Context: an optimization exercise on an open-source flow, tuned for small area, a short achievable clock period and few clock cycles per item. The choices shown serve that exercise and are no tape-out recipe.
At most, simulation tests tie the RTL to the original design; equivalence was not proved.
Only the layout flow was run in run 2; the RTL was not checked for function there.
Power and IR drop assume default switching activity.

==> flow/design.v <==
`default_nettype none
package dibw_pkg;
  typedef enum logic [2:0] {
    CMD_AND = 3'd0,
    CMD_OR  = 3'd1,
    CMD_XOR = 3'd2,
    CMD_NOT = 3'd3,
    CMD_SHL = 3'd4,
    CMD_SAR = 3'd5,
    CMD_SHR = 3'd6,
    CMD_NOP = 3'd7
  } cmd_t;
  localparam logic [10:0] EXP_MAX  = 11'h7FF;
  localparam logic [10:0] EXP_BIAS = 11'd1023;
  localparam logic [10:0] EXP_INT  = 11'd1075;
  function automatic logic [31:0] dbl_to_u32(input logic [63:0] bits);
    logic [10:0] expo;
    logic [52:0] mant;
    logic [84:0] wide;
    logic [10:0] sh;
    logic [31:0] mag;
    expo = bits[62:52];
    mant = {1'b1, bits[51:0]};
    mag  = '0;
    if (expo != EXP_MAX && expo >= EXP_BIAS) begin
      if (expo >= EXP_INT) begin
        sh = expo - EXP_INT;
        if (sh < 11'd32) begin
          wide = {32'd0, mant} << sh[4:0];
          mag  = wide[31:0];
        end
      end else begin
        sh   = EXP_INT - expo;
        wide = {32'd0, mant} >> sh[5:0];
        mag  = wide[31:0];
      end
    end
    if (bits[63]) mag = 32'd0 - mag;
    dbl_to_u32 = mag;
  endfunction
  function automatic logic [63:0] mag_to_dbl(input logic neg, input logic [32:0] mag);
    logic [5:0]  lz;
    logic [32:0] norm;
    logic [10:0] expo;
    lz = 6'd0;
    for (int i = 0; i < 33; i++) begin
      if (mag[i]) lz = 6'(32 - i);
    end
    norm = mag << lz;
    expo = EXP_BIAS + 11'd32 - 11'(lz);
    if (mag == 33'd0) mag_to_dbl = 64'd0;
    else mag_to_dbl = {neg, expo, norm[31:0], 20'd0};
  endfunction
endpackage
`default_nettype wire
`default_nettype none
module double_int32_wrap_bitwise_alu_core (
  input  wire logic        clk,
  input  wire logic        rst,
  input  wire logic        in_valid,
  output logic             in_stall,
  input  wire logic [2:0]  command,
  input  wire logic [63:0] operand_a,
  input  wire logic [63:0] operand_b,
  output logic             out_valid,
  input  wire logic        out_stall,
  output logic [63:0]      result_double,
  output logic [31:0]      result_word,
  output logic             result_unsigned
);
  logic        v1, v2, v3;
  dibw_pkg::cmd_t        cmd1;
  logic [31:0] a1, b1;
  logic [31:0] r2;
  logic        uns2, ok2;
  logic [31:0] r2_next;
  logic        uns2_next, ok2_next;
  logic        adv;
  assign adv      = !(v3 && out_stall);
  assign in_stall = !adv;
  always_comb begin
    r2_next   = '0;
    uns2_next = 1'b0;
    ok2_next  = 1'b1;
    case (cmd1)
      dibw_pkg::CMD_AND: r2_next = a1 & b1;
      dibw_pkg::CMD_OR:  r2_next = a1 | b1;
      dibw_pkg::CMD_XOR: r2_next = a1 ^ b1;
      dibw_pkg::CMD_NOT: r2_next = ~a1;
      dibw_pkg::CMD_SHL: r2_next = a1 << b1[4:0];
      dibw_pkg::CMD_SAR: r2_next = $unsigned($signed(a1) >>> b1[4:0]);
      dibw_pkg::CMD_SHR: begin
        r2_next   = a1 >> b1[4:0];
        uns2_next = 1'b1;
      end
      default: ok2_next = 1'b0;
    endcase
  end
  always_ff @(posedge clk) begin
    if (rst) begin
      v1 <= 1'b0;
      v2 <= 1'b0;
      v3 <= 1'b0;
    end else if (adv) begin
      v1 <= in_valid;
      v2 <= v1;
      v3 <= v2;
    end
    if (adv) begin
      cmd1            <= dibw_pkg::cmd_t'(command);
      a1              <= dibw_pkg::dbl_to_u32(operand_a);
      b1              <= dibw_pkg::dbl_to_u32(operand_b);
      r2              <= r2_next;
      uns2            <= uns2_next;
      ok2             <= ok2_next;
      result_word     <= r2;
      result_unsigned <= uns2;
      if (!ok2) begin
        result_double <= 64'd0;
      end else if (uns2 || !r2[31]) begin
        result_double <= dibw_pkg::mag_to_dbl(1'b0, {1'b0, r2});
      end else begin
        result_double <= dibw_pkg::mag_to_dbl(1'b1, 33'h1_0000_0000 - {1'b0, r2});
      end
    end
  end
  assign out_valid = v3;
endmodule
`default_nettype wire
==> flow/run.sh <==
#!/bin/bash
# synth_recipe.tcl (not shown) runs the flow's synth.tcl, then flattens the netlist and writes it again
# the make line also repeats each setting of config.mk as NAME=value (left out here)
make -C /OpenROAD-flow-scripts/flow DESIGN_CONFIG=/design/flow/config.mk WORK_HOME=/design/flow/orfs CLKGATE_MAP_FILE= SYNTH_SCRIPT=/design/flow/synth_recipe.tcl finish
==> flow/config.mk <==
export PLATFORM = sky130hd
export DESIGN_NAME = double_int32_wrap_bitwise_alu_core
export DESIGN_NICKNAME = double_int32_wrap_bitwise_alu_core
export VERILOG_FILES = /design/flow/design.v
export SDC_FILE = /design/flow/constraint.sdc
export NUM_CORES = 4
export LEC_CHECK = 0
export CAP_MARGIN = 20
export CORE_MARGIN = 2
export CORE_UTILIZATION = 40
export SLEW_MARGIN = 20
==> flow/constraint.sdc <==
create_clock -name core_clock -period 5.0 [get_ports {clk}]
set_input_delay 1.0000 -clock core_clock [delete_from_list [all_inputs] [get_ports {clk}]]
set_output_delay 1.0000 -clock core_clock [all_outputs]
set_load 0.01 [all_outputs]
==> results of run 1 <==
## per-stage QoR
| step | cell area [um^2] | utilization, % | setup WS, ns | TNS [ns] |
|---|---|---|---|---|
| floorplan | 28000 | - | 0.00584 | 0 |
| global placement | 34100 | 49.5 | -0.455 | -5.73 |
| detailed placement | 34100 | 49.5 | -0.507 | -6.22 |
| CTS | 34800 | 50.5 | 0.0753 | 0 |
| global route | 34900 | 50.7 | -0.0251 | -0.0630 |
| finish | 34900 | 50.7 | 0.153 | 0 |
## cells in the final DEF, fill, tap and decap left out, types with 28 or more instances in the layout
cell             Yosys  final
nand2_1            399    398
a21oi_1            175    175
o211ai_1            45     45
o22ai_1             59     58
a211oi_1            47     46
xor2_1              46     44
xnor2_1             62     58
mux2_2              91     91
mux2i_1            293    293
nand3_1             74     74
nor2_1             258    257
o21ai_0            218    213
or4_1               29     29
nor3_1              57     56
a22oi_1             30     28
mux4_2             214    214
ha_1                79     77
inv_1              108    108
buf_4               26    498
edfxtp_1           174    174
clkdlybuf4s50_1      0    207
## final timing paths
| check | to | from | cells past startpoint | slack, ns |
|---|---|---|---|---|
| worst min-delay path | v1$_SDFFE_PP0N_ | v1$_SDFFE_PP0N_ | 2 | 0.46 |
| worst max register to register | result_double[44]$_SDFFCE_PN0N_ | r2[0]$_DFFE_PN_ | 14 | 0.16 |
| worst max-delay path | b1[31]$_DFFE_PN_ | operand_b[55] | 15 | 0.15 |
| worst min register to register | v1$_SDFFE_PP0N_ | v1$_SDFFE_PP0N_ | 2 | 0.46 |
## per-layer routing
layer / share of wire (%) / track usage (%)
met1: 42 / 39.9
met3: 6.4 / 3.16
met5: 0.026 / 0
met4: 3.8 / 11.7
met2: 48 / 49.8
## area by class of cell
cell class	count	area, um^2	share of cell area, %
multi-input cells	2656	21200	60.6
repair buffers	727	6180	17.7
flip-flops and latches	177	5290	15.1
well taps	931	1160	3.34
clock buffers	18	429	1.23
inverters	112	420	1.20
clock inverters	14	250	0.717
diodes	1	2.50	0.00717
## power by group through the flow
stage	logic, mW	registers, mW	clock network (mW)
finish	10.2	2.73	1.61
global route	10.9	2.79	1.68
CTS	9.93	2.73	1.63
detailed placement	9.89	2.77	0
global placement	9.90	2.75	0
floorplan	5.85	2.70	0
## critical path, delay by kind of cell
family | cells | cell delay, ns
and+or+nand+nor | 4 | 1.08
AOI/OAI and AO/OA | 3 | 0.60
muxes | 2 | 1.06
xor gates and xnor gates | 1 | 0.10
buffers and inverters | 4 | 0.87
adders and majority gates | 1 | 0.32
## what timing repair did
item	4_1_cts	5_1_grt
resized for setup	1	17
hold buffers	0	0
setup buffers	0	5
endpoints found under the setup margin	1	32
pin swaps	0	2
## flip-flops by register name, indices dropped and copies added, names as in the netlist, 3 cells and up
register and flops:
a1 32, b1 32, cmd1 3, r2 32, result_double 40, result_word 32
## kinds of logic (layout without fill, tap and decap cells)
group / after synthesis / after routing
and+or+nand+nor: 1018 / 1018
AOI/OAI and AO/OA: 832 / 832
muxes: 599 / 599
buffers and inverters: 403 / 871
DFF: 177 / 177
xor gates and xnor gates: 108 / 108
adders and majority gates: 79 / 79
other: 1 / 21
==> results.txt, run 1 <==
Critical path
In this run the worst path has a maximum fanout of 5. The type of the setup path with the least slack is in -> reg. The signal on the critical path passes through clkdlybuf4s50_1 > inv_1 > ha_1 > inv_2 > mux4_2 > mux4_2 > a221oi_4 > buf_4 > a21oi_1 > nor2_1 > nand3_1 > or3_4 > or3_4 > o31ai_2 > xor2_1.

The largest single stage delay on the critical path is 0.55 ns. The nature of the critical path startpoint is an input port. The critical path data arrival time is 5.06 ns. The critical path's slowest cell is mux4_2. The kind of end point of the critical path is a flop.

For the worst setup path, the data required time is 5.21 ns.

Global routing
The overall global routing resource usage is 29.9%. The first global-routing pass estimated 165 mm of wire. The via count of the first global-routing pass is 26,990. After global routing the overflow that remains totals 0. The number of antenna violations at the first check in global routing is 4. The pin count of the biggest net entering global routing is 71.

Timing
Setup violations remaining at the end of the flow were counted as 0. The post-route clock period utilization is 96.9%. The minimum clock period is 4.85 ns. The worst pin sits at a relative slew slack of 23.1%. The number of failing hold endpoints at the final stage is 0. The number of pins with negative max-slew slack in the final report was 0.

Across the routed clock network, the largest skew measured is 0.0147 ns. For the pin with the worst max-slew slack, the measured transition is 1.15 ns. The final worst hold slack is 0.455 ns.

Based on the critical path, the design can be clocked at up to 206 MHz.

Flow run
Across the run, the number of max-cap violations was 0.

Clocking
The longest clock path from root to sink contains 2 buffers. The tree is rooted in a clkbuf_16. The clock net sink count is 177. The clock reaches the later pin of the worst-skew pair after 0.47 ns.

Clock tree synthesis inserted a total of 17 buffers. After clock tree synthesis, the clock-pin slew on the worst setup and hold paths is 0.07 ns. The clock tree synthesis step divided the H-tree into 4 levels. The TritonCTS clock tree is done.

Synthesis
After Yosys synthesis, XOR and XNOR cells account for 3.40% of the synthesized area. The synthesized area is 27,900 um^2. The sequential-to-total area share from yosys stat is 19.0%. The most instantiated flip-flop cell in the synthesis netlist is edfxtp_1. Sorting the synthesized cells by area gives the leading types as edfxtp_1 19%, mux4_2 17%, mux2i_1 11%. The synthesized-area fraction occupied by and/or/nand/nor cells is 16.9%. Yosys mapped a number of flops with a built-in enable equal to 174. In the post-synthesis netlist, the cell with the most instances is nand2_1.

The adder and majority gate portion of the synthesized area is 3.55%. The number of distinct library cells after synthesis is 93. The fraction of registers with async set/reset is 0%. Counting every instance in the synthesized netlist gives 3,217. In this run the mean area of a mapped cell was 8.66 um^2. The multiplexer share of the synthesized area is 31.6%. By area, the combinational part of the netlist is dominated by multiplexers. Summed over its instances, the top area cell type makes up 18.8% of the synthesized netlist area.

In this run, synthesis produced a sequential element count of 177. The compound-gate portion of the synthesized area is 19.5%. After synthesis, the most frequently instantiated cells are 399 x nand2_1, 293 x mux2i_1, 258 x nor2_1. The total number of yosys warnings is 1. The largest total area in the synthesized netlist belongs to edfxtp_1.

Detailed routing
The number of vias per cell is 6.14. In the final routed layout, each cell accounts on average for 23.6 um. For this run, design rule violations remaining after detail routing come to 0. After detailed routing, the total wire length is 109 mm. The via total after detailed routing is 28,442. The count of nets left with antenna violations once routing finished came out at 0. Before antenna repair, the detailed router went through 7 iterations. For this block, the initial DRC count from the detailed router was 2,847.

Die
The height of the die is 268 um. The die is 268 um wide. 234 I/O pins were placed. The die covers 71,800 um^2. The floorplan step defined a core boundary enclosing 68,800 um^2. The initial utilization of the core area, before any placement, comes to 40.5%. Row generation in the floorplan step produced 96 rows.

Place
Detailed placement ended at an HPWL of 89.1 mm. The routability congestion estimate is 1.03. Counting tap cells, the placed design contains a total of 4,598 instances. Port buffering added 213 buffers.

Power
The final total power is 14.5 mW. The internal power of the cells totals 7.61 mW. The fraction of power consumed by the clock network is 11.1%.

Power spread over the standard cell area amounts to 417 nW/um^2. The part of the total power dissipated in combinational logic is 70.2%. The worst-case IR drop observed on VDD is 361 uV. The leakage dissipation is 14.2 nW.

Net switching is 47.6% of the power. In this run the power spent charging and discharging nets is 6.93 mW. The sequential group share of total power is 18.8%.

Cells and area
The area growth from synthesis to layout is 25.2%. The share of post-route cells with drive strength above 1 is 25.2%. Excluding fillers, the count of instances in the completed layout stands at 4,636.

The net count of the finished layout is 3,905. After filler insertion, the fill cell instance count of the layout stands at 6,575.

Status
The flow ran to the end and the layout has no timing, DRC or antenna violations.

Hold path
The worst min-delay path class is reg -> reg.
Testbench counts, summed over its fixed seeds: cycles 24,024, items 24,000.
==> inputs of run 2 (changes only) <==
==> flow/design.v (replaced) <==
`default_nettype none
package dibw_pkg;
  typedef enum logic [2:0] {
    CMD_AND = 3'd0,
    CMD_OR  = 3'd1,
    CMD_XOR = 3'd2,
    CMD_NOT = 3'd3,
    CMD_SHL = 3'd4,
    CMD_SAR = 3'd5,
    CMD_SHR = 3'd6,
    CMD_NOP = 3'd7
  } cmd_t;
  function automatic logic [31:0] dbl_to_u32(input logic [63:0] bits);
    logic [10:0] expo;
    logic [82:0] wide;
    logic [31:0] mag;
    expo = bits[62:52];
    wide = {30'd0, 1'b1, bits[51:0]} << expo[6:0];
    if (expo[10:7] == 4'b1000) mag = wide[82:51];
    else                       mag = {31'd0, expo == 11'd1023};
    dbl_to_u32 = bits[63] ? (32'd0 - mag) : mag;
  endfunction
  function automatic logic [63:0] word_to_dbl(input logic uns, input logic [31:0] w);
    logic        neg;
    logic [31:0] m0, m1, m2, m3, m4, m5;
    logic [4:0]  lz;
    neg = !uns && w[31];
    m0  = neg ? (32'd0 - w) : w;
    lz[4] = (m0[31:16] == 16'd0);
    m1    = lz[4] ? {m0[15:0], 16'd0} : m0;
    lz[3] = (m1[31:24] == 8'd0);
    m2    = lz[3] ? {m1[23:0], 8'd0} : m1;
    lz[2] = (m2[31:28] == 4'd0);
    m3    = lz[2] ? {m2[27:0], 4'd0} : m2;
    lz[1] = (m3[31:30] == 2'd0);
    m4    = lz[1] ? {m3[29:0], 2'd0} : m3;
    lz[0] = !m4[31];
    m5    = lz[0] ? {m4[30:0], 1'b0} : m4;
    if (!m5[31]) word_to_dbl = 64'd0;
    else word_to_dbl = {neg, 11'd1054 - {6'd0, lz}, m5[30:0], 21'd0};
  endfunction
endpackage
`default_nettype wire
`default_nettype none
module double_int32_wrap_bitwise_alu_core (
  input  wire logic        clk,
  input  wire logic        rst,
  input  wire logic        in_valid,
  output logic             in_stall,
  input  wire logic [2:0]  command,
  input  wire logic [63:0] operand_a,
  input  wire logic [63:0] operand_b,
  output logic             out_valid,
  input  wire logic        out_stall,
  output logic [63:0]      result_double,
  output logic [31:0]      result_word,
  output logic             result_unsigned
);
  logic        v1, v2;
  dibw_pkg::cmd_t cmd1;
  logic [31:0] a1, b1;
  logic [31:0] r2;
  logic        uns2;
  logic        adv;
  logic [31:0] x, y, rev_y, r_next;
  logic        fill;
  logic [4:0]  n;
  assign adv      = !(v2 && out_stall);
  assign in_stall = !adv;
  always_comb begin
    n = b1[4:0];
    for (int i = 0; i < 32; i++) x[i] = (cmd1 == dibw_pkg::CMD_SHL) ? a1[31 - i] : a1[i];
    fill = (cmd1 == dibw_pkg::CMD_SAR) && a1[31];
    y    = 32'($signed({fill, x}) >>> n);
    for (int i = 0; i < 32; i++) rev_y[i] = y[31 - i];
    case (cmd1)
      dibw_pkg::CMD_AND: r_next = a1 & b1;
      dibw_pkg::CMD_OR:  r_next = a1 | b1;
      dibw_pkg::CMD_XOR: r_next = a1 ^ b1;
      dibw_pkg::CMD_NOT: r_next = ~a1;
      dibw_pkg::CMD_SHL: r_next = rev_y;
      dibw_pkg::CMD_SAR: r_next = y;
      dibw_pkg::CMD_SHR: r_next = y;
      default:           r_next = 32'd0;
    endcase
  end
  always_ff @(posedge clk) begin
    if (rst) begin
      v1 <= 1'b0;
      v2 <= 1'b0;
    end else if (adv) begin
      v1 <= in_valid;
      v2 <= v1;
    end
    if (adv) begin
      cmd1 <= dibw_pkg::cmd_t'(command);
      a1   <= dibw_pkg::dbl_to_u32(operand_a);
      b1   <= dibw_pkg::dbl_to_u32(operand_b);
      r2   <= r_next;
      uns2 <= (cmd1 == dibw_pkg::CMD_SHR);
    end
  end
  assign out_valid       = v2;
  assign result_word     = r2;
  assign result_unsigned = uns2;
  assign result_double   = dibw_pkg::word_to_dbl(uns2, r2);
endmodule
`default_nettype wire
--- a/flow/config.mk
+++ b/flow/config.mk
@@ -9,3 +9,4 @@
 export CORE_MARGIN = 2
 export CORE_UTILIZATION = 40
+export GPL_TIMING_DRIVEN = 0
 export SLEW_MARGIN = 20
==> results.txt, run 2 <==
Status
The flow ran to the end, but the layout failed its checks. The checks that failed were setup timing.

Cells and area
Leaving out fill and tap cells, the most frequent cell in the layout is nand2_1. The total area of multi-input combinational cells is 16,300 um^2 (-23%). The largest registers in the layout are a1: 32 flops, b1: 32 flops, r2: 32 flops. The final cell count without fillers was 3,227 (-30%). The area of all placed cells without fillers is 24,800 um^2 (-29%).

The net count of the finished layout is 2,810 (-28%). In the layout the commonest cells are 238 x nand2_1, 206 x nor2_1, 167 x mux2i_1. The share of post-route cells with drive strength above 1 came to 25.3% (+0.090 points). The total of fill cells in the finished design was 4,482 (-32%).

The antenna diode count is 0 (-1). The area growth from synthesis to layout is 26.9%. The area taken by flip-flops and latches is 3040 um^2 (-42%).

Synthesis
In the post-synthesis netlist, the biggest area contributors are mux4_2 19%, edfxtp_1 15%, mux2i_1 9.6%. The most used flip-flop cell after synthesis is edfxtp_1. The fraction of registers with async set/reset came to 0% (unchanged). Sorting the synthesized cells by how often they occur yields 242 x nand2_1, 215 x nor2_1, 187 x mux2i_1.

The count of mapped cells out of synthesis came to 2,287 (-29%). The number of distinct library cells after synthesis is 87 (-6.5%). The share of the synthesized area in the top cell type is 18.8% (+0.036 points). The number of flops mapped to enable cells by yosys was 100 (-43%). The post-synthesis area per instance is 8.54 um^2 (-1.4%). The biggest area consumer among synthesized cells is mux4_2. By instance count, the leading cell after synthesis is nand2_1. The count of state elements after synthesis came to 102 (-42%). The sequential-to-total area share from yosys stat came to 15.6% (-3.4 points). The synthesized area is 19,500 um^2 (-30%). The total number of yosys warnings is 1 (unchanged).

Critical path
The flop-to-flop setup slack is 0.52 ns (+0.36 ns). The maximum fanout encountered on the critical timing path is 7 (+2). The critical path required time is 4.00 ns (-1.21 ns). The number of buffers and inverters on the critical path is 6 (+2). The nature of the critical path startpoint is a flop.

The worst setup path is of the reg -> out kind. The critical path's slowest cell is or4_4. The critical path data arrival time is 5.22 ns (+0.16 ns).

The worst stage delay on the critical path was 0.58 ns (+0.03 ns). On the critical path the largest part of the delay comes from simple AND/OR/NAND/NOR gates. The critical path goes through or4_4 > buf_8 > or3_4 > or4_4 > a31o_1 > o211a_1 > and3_1 > buf_4 > a21oi_2 > o31a_1 > buf_6 > o31ai_4 > buf_6 > a211o_4 > nor3_4 > buf_4 > and4_1 > buf_2. The worst-case reg-to-reg path depth is 12 (-2). The capturing point of the worst reg2reg path is r2[9]$_DFFE_PN_. STA classifies the critical path endpoint as a primary output. The launching point of the worst reg2reg path is cmd1[2]$_DFFE_PN_.

Place
The quantity of I/O buffers inserted on ports was 205 (-3.8%). The routability congestion estimate is 0.999 (-2.8%). The post-placement worst setup slack is -2.34 ns (-1.83 ns). The instance area at placement was 22,700 um^2 (-33%). The total instance count after detailed placement is 3,130 (-32%).

The detailed placement HPWL is 69.2 mm (-22%).

Detailed routing
The detailed-route wire length is 85.5 mm (-22%). The mean routed wirelength per cell came to 26.5 um (+12%). The number of routed nets with antenna violations came to 0 (unchanged). The number of design-rule violations left by the first detailed-router iteration is 2,403 (-16%). The number of vias per cell is 6.53 (+6.4%).

The number of iterations in the first detailed-routing pass is 8 (+1). The number of remaining DRC errors is 0 (unchanged). The via total after detailed routing is 21,066 (-26%).

Die
The top-level port count is 234 (unchanged). The height of the die was 225 um (-16%). The effective utilization at floorplan is 40.7% (+0.27 points). The number of rows created at floorplan was 80 (-17%). The area of the placeable core is 47,900 um^2 (-30%). The die area is 50,600 um^2 (-29%).

The width of the die came to 225 um (-16%).

Clocking
The total CTS buffers is 9 (-8). The number of levels in the clock H-tree came to 3 (-1). The clock transition at the registers of the reported paths came to 0.08 ns (about the same). The clock net sink count is 102 (-42%). The cell at the root of the clock tree is clkbuf_16. The post-cts hold buffer count is 0 (unchanged). The worst-skew pair later-pin latency came to 0.37 ns (-0.10 ns).

The deepest clock path buffer count is 2 (unchanged). TritonCTS built the clock tree.

Timing
The worst setup slack after layout is -1.22 ns (-1.37 ns). The post-route clock period utilization came to 124% (+27 points). The minimum clock period was 6.22 ns (+1.37 ns). The transition time of the tightest slew-check pin came to 0.994 ns (-0.155 ns). The worst slew margin relative to its limit was 33.2% (+10 points). The number of pins with negative max-slew slack in the final report is 0 (unchanged). The count of endpoints failing setup in the final report came to 43 (+43). The highest clock frequency the design can meet is 161 MHz (-22%). Setup repair after global routing could not meet its margin everywhere. The number of failing hold endpoints at the final stage is 0 (unchanged).

The setup clock skew after layout is 0.0135 ns (-0.00125 ns).

Global routing
The number of antenna violations at the first check in global routing was 1 (-3). The pin count of the biggest net entering global routing is 56 (-21%). The total congestion overflow was 0 (unchanged). The via count of the first global-routing pass is 20,118 (-25%). The first-pass GRT wire length is 128 mm (-23%). The overall global routing resource usage is 32.8% (+2.9 points).

Power
The leakage dissipation is 10.1 nW (-29%). The worst IR drop on VDD was 281 uV (-22%). The sequential group share of total power was 14.1% (-4.7 points). The switching part of the total power is 48.7% (+1.0 points). The fraction of power consumed by the clock network is 7.4% (-3.7 points).

The internal cell power is 4.73 mW (-38%). The part of the total power dissipated in combinational logic was 78.5% (+8.3 points). The switching power summed over all nets came to 4.49 mW (-35%). The total power per unit cell area is 372 nW/um^2 (-11%). The final total power is 9.22 mW (-37%).

Flow run
The max-capacitance violation count came to 0 (unchanged).

Hold path
For hold timing, the worst endpoint is v1$_SDFFE_PP0N_. In this run the worst hold path is classified as reg -> reg. The worst hold path startpoint is v1$_SDFFE_PP0N_. The count of cells along the worst hold path is 2 (unchanged).
[run 2: metrics by stage]
stage / hold WS, ns / utilization, % / TNS (ns)
detailed placement: 0.444 / 47.4 / -139.93
global placement: 0.454 / 47.3 / -144.14
floorplan: 0.426 / - / -23.57
finish: 0.455 / 51.7 / -48.04
CTS: 0.456 / 50.5 / -49.99
global route: 0.509 / 51.7 / -53.16
[run 2: kinds of logic after synthesis]
| logic type | after synthesis | synth area share, % |
|---|---|---|
| xor+xnor | 90 | 4.03 |
| simple gates | 676 | 15.7 |
| flops | 102 | 15.6 |
| other cells | 1 | 0.0192 |
| fa+ha+maj | 68 | 4.36 |
| buf+inv | 325 | 6.85 |
| compound gates | 605 | 21.1 |
| mux | 420 | 32.4 |
[run 2: worst max-delay path by stage]
| stage | start | endpoint | slack (ns) | depth (start not counted) |
|---|---|---|---|---|
| floorplan | r2[3]$_DFFE_PN_ | result_double[56] | -0.65 | 16 |
| global placement | r2[0]$_DFFE_PN_ | result_double[44] | -2.37 | 17 |
| detailed placement | r2[0]$_DFFE_PN_ | result_double[44] | -2.34 | 17 |
| CTS | r2[4]$_DFFE_PN_ | result_double[58] | -1.32 | 19 |
| global route | r2[3]$_DFFE_PN_ | result_double[59] | -1.33 | 18 |
| finish | r2[2]$_DFFE_PN_ | result_double[58] | -1.22 | 18 |
[run 2: power by group through the flow]
stage	Sequential (mW)	Combinational, mW	Clock (mW)
floorplan	1.23	3.59	0
global placement	1.31	5.67	0
detailed placement	1.31	5.68	0
CTS	1.28	6.62	0.707
global route	1.31	7.55	0.737
finish	1.30	7.24	0.687
[run 2: tightest hold or removal path, delay by kind of cell, from the launching register on]
kind | cells | cell delay, ns
AOI/OAI and AO/OA | 1 | 0.05
DFF | 1 | 0.31
and+or+nand+nor | 1 | 0.05
[run 2: final cells by class]
type | instances | share of cell area [%]
tap | 615 | 3.10
clock buffer | 10 | 0.924
multi-input combinational | 1880 | 65.8
sequential | 102 | 12.3
clock inverter | 6 | 0.227
timing repair buffer | 292 | 11.1
buffer | 209 | 4.88
inverter | 113 | 1.73
[run 2: timing repair]
item,in CTS,in global routing
resized for setup,388,139
setup endpoints to repair,87,67
cloned,3,0
pin swaps,38,38
hold endpoints to repair,0,0
setup buffers,59,24
[run 2: layer usage]
metal / share of wire [%] / global-route usage [%]
met1: 42 / 43.6
met2: 47 / 54.5
met3: 7.1 / 3.75
met4: 4.3 / 13.4
met5: 0 / 0

## what the ideal ports hide
Ports are ideal in the flow. The routed layouts listed here were re-timed in OpenROAD.
Step 1 (the two cells are an assumption about what drives the block):
set clk [get_ports {clk}]
set_driving_cell -lib_cell sky130_fd_sc_hd__clkbuf_16 $clk
set_driving_cell -lib_cell sky130_fd_sc_hd__buf_2 [delete_from_list [all_inputs] $clk]
Step 2 also shifts input and output timing later by t, the mid clock arrival at the registers, as if the neighbouring blocks saw the same clock.
Slacks: ideal ports / drivers / drivers and shift; pairs: ideal ports / drivers.
run | shift t [ns] | setup slack, ns | worst data-port slew with drivers (ns)
run 1 | 0.517 | 0.153 / 0.161 / -0.334 | 0.10
run 2 | 0.413 | -1.219 / -1.270 / -0.857 | 0.09
With both steps, setup timing fails in run 1, where it was met with ideal ports. The setup slack of run 1, which loses most, moves by +0.008 ns with the drivers and by -0.487 ns with both steps.
